What follows belongs to an exercise in optimizing a design on an open flow for small area, a short achievable clock period and few clock cycles per item; a production flow would make more cautious choices. RTL that was checked went through simulation tests only; none was proved equivalent to the original.

// ignition_advance_curve_lookup
module ignition_advance_curve_lookup (
  input  logic        clk,
  input  logic        rst,
  input  logic        write_enable,
  input  logic [1:0]  write_index,
  input  logic [15:0] write_data,
  input  logic        in_valid,
  output logic        in_stall,
  input  logic [15:0] engine_speed,
  output logic        out_valid,
  input  logic        out_stall,
  output logic [11:0] spark_advance,
  output logic [1:0]  speed_region
);
  logic [11:0] cranking_advance;
  logic [11:0] top_advance;
  logic [15:0] cranking_speed_limit;
  always_ff @(posedge clk) begin
    if (rst) begin
      cranking_advance     <= 12'd50;
      top_advance          <= 12'd350;
      cranking_speed_limit <= 16'd500;
    end else if (write_enable) begin
      case (write_index)
        2'd0: cranking_advance     <= write_data[11:0];
        2'd1: top_advance          <= write_data[11:0];
        2'd2: cranking_speed_limit <= write_data;
        default: ;
      endcase
    end
  end
  logic        o2_full;
  logic        run;
  logic        en;
  logic [15:0] s;
  assign en       = run;
  assign in_stall = o2_full;
  assign s        = engine_speed;
  logic [13:0] s14;
  logic [15:0] therm;
  logic [14:0] oh;
  logic [1:0]  region;
  assign s14 = s[13:0];    
  assign therm[0] = 1'b1;
  assign therm[1] = (s14 >= 14'd1067);
  assign therm[2] = (s14 >= 14'd2134);
  assign therm[3] = (s14 >= 14'd3200);
  assign therm[4] = (s14 >= 14'd4267);
  assign therm[5] = (s14 >= 14'd5334);
  assign therm[6] = (s14 >= 14'd6400);
  assign therm[7] = (s14 >= 14'd7467);
  assign therm[8] = (s14 >= 14'd8534);
  assign therm[9] = (s14 >= 14'd9600);
  ...
make LEC_CHECK=0 ABC_AREA=1 CAP_MARGIN=20 CORE_MARGIN=2 CORE_UTILIZATION=40 SETUP_SLACK_MARGIN=4.1 SLEW_MARGIN=20 finish   # period 7.0 ns
run.sh (not shown) runs the stock make flow with config.mk's settings and CLKGATE_MAP_FILE= SYNTH_SCRIPT=/design/flow/synth_recipe.tcl, a recipe that flattens the netlist after the stock synthesis.
Testbench counts at the start, summed over its fixed seeds: cycles 9,640, items 9,600.
Change:
--- a/flow/design.v
+++ b/flow/design.v
@@ -132,35 +132,21 @@
       4'd14: begin asel = 3'b000; bsel = 4'b0000; end
       default: begin asel = 3'b000; bsel = 4'b0000; end
     endcase
   end
   assign pa = ({15{asel[0]}} & 15'(b_delta)) | ({15{asel[1]}} & (15'(b_delta) << 1))
             | ({15{asel[2]}} & (15'(b_delta) << 2));
   assign pb = ({15{bsel[0]}} & (15'(b_delta) << 1)) | ({15{bsel[1]}} & (15'(b_delta) << 2))
             | ({15{bsel[2]}} & (15'(b_delta) << 3)) | ({15{bsel[3]}} & (15'(b_delta) << 4));
-  logic        c_valid;
-  logic [3:0]  c_seg;
-  logic [14:0] c_p;
-  logic [1:0]  c_region;
-  always_ff @(posedge clk) begin
-    if (rst)     c_valid <= 1'b0;
-    else if (en) c_valid <= b_valid;
-  end
-  always_ff @(posedge clk) begin
-    if (en) begin
-      c_seg    <= b_seg;
-      c_p      <= pa + pb;
-      c_region <= b_region;
-    end
-  end
   logic        w66, bneg;
-  logic [16:0] v;
+  logic [5:0]  s9, s10;
+  logic [6:0]  corr;
   always_comb begin
-    case (c_seg)
+    case (b_seg)
       4'd0: begin w66 = 1'b1; bneg = 1'b0; end
       4'd1: begin w66 = 1'b0; bneg = 1'b1; end
       4'd2: begin w66 = 1'b0; bneg = 1'b1; end
       4'd3: begin w66 = 1'b1; bneg = 1'b0; end
       4'd4: begin w66 = 1'b0; bneg = 1'b1; end
       4'd5: begin w66 = 1'b0; bneg = 1'b1; end
       4'd6: begin w66 = 1'b1; bneg = 1'b0; end
       4'd7: begin w66 = 1'b0; bneg = 1'b1; end
@@ -169,18 +155,38 @@
       4'd10: begin w66 = 1'b0; bneg = 1'b1; end
       4'd11: begin w66 = 1'b0; bneg = 1'b1; end
       4'd12: begin w66 = 1'b1; bneg = 1'b0; end
       4'd13: begin w66 = 1'b0; bneg = 1'b0; end
       4'd14: begin w66 = 1'b0; bneg = 1'b0; end
       default: begin w66 = 1'b0; bneg = 1'b0; end
     endcase
   end
-  assign v = w66 ? {c_p, 2'b00} + 17'(c_p[14:9]) + 17'(c_p[14:10])
-                 : {c_p, 2'b00} - 17'(c_p[14:10]) - (bneg ? 17'd3 : 17'd0);
+  assign s9   = 6'(pa[14:9]) + 6'(pb[14:9]);
+  assign s10  = 6'(pa[14:10]) + 6'(pb[14:10]);
+  assign corr = w66 ? 7'(s9) + 7'(s10) : 7'd0 - 7'(s10) - (bneg ? 7'd4 : 7'd0);
+  logic        c_valid;
+  logic [3:0]  c_seg;
+  logic [14:0] c_p;
+  logic [6:0]  c_corr;
+  logic [1:0]  c_region;
+  always_ff @(posedge clk) begin
+    if (rst)     c_valid <= 1'b0;
+    else if (en) c_valid <= b_valid;
+  end
+  always_ff @(posedge clk) begin
+    if (en) begin
+      c_seg    <= b_seg;
+      c_p      <= pa + pb;
+      c_corr   <= corr;
+      c_region <= b_region;
+    end
+  end
+  logic [16:0] v;
+  assign v = {c_p, 2'b00} + {{10{c_corr[6]}}, c_corr};
   logic        d_valid;
   logic [3:0]  d_seg;
   logic [7:0]  d_y;
   logic [1:0]  d_region;
   always_ff @(posedge clk) begin
     if (rst)     d_valid <= 1'b0;
     else if (en) d_valid <= c_valid;
   end
What happened:
- synthesized cell count went up by 0.48%
- fmax went down by about 2%
- sequential share of layout area went up by 0.81 points
- worst hold slack stays flat
- first-iteration DRC count falls by about 12%
- routed wire length increases by 5.5%
For the second run of this note, only the layout was checked, not whether the RTL still works.

==> separate check: timing with driven ports <==
In the flow no input, the clock included, has a driving cell. The finished layouts below were timed again as built, in two steps. Step 1 sets driving cells, clkbuf_16 on the clock port and buf_2 on the other inputs (assumed; they add their load-dependent delay and slew). Step 2 also shifts input and output timing later by t, the mid clock arrival at the registers, as if the neighbouring blocks saw the same clock. a / b / c = no drivers / after step 1 / after step 2; a / b = the first two.
run	shift t [ns]	setup WS [ns]	worst hold slack (ns)	worst setup path after step 2	worst data-port slew with drivers (ns)
the first run	0.479	4.066 / 4.066 / 3.783	0.423 / 0.423 / 0.423	input to register	0.04
the second run	0.473	4.008 / 4.008 / 3.732	0.422 / 0.422 / 0.422	input to register	0.06
After both steps setup and hold are still met in every run listed. For the first run, which loses most, drivers alone change the setup slack by 0.000 ns; drivers and shift together by -0.283 ns.
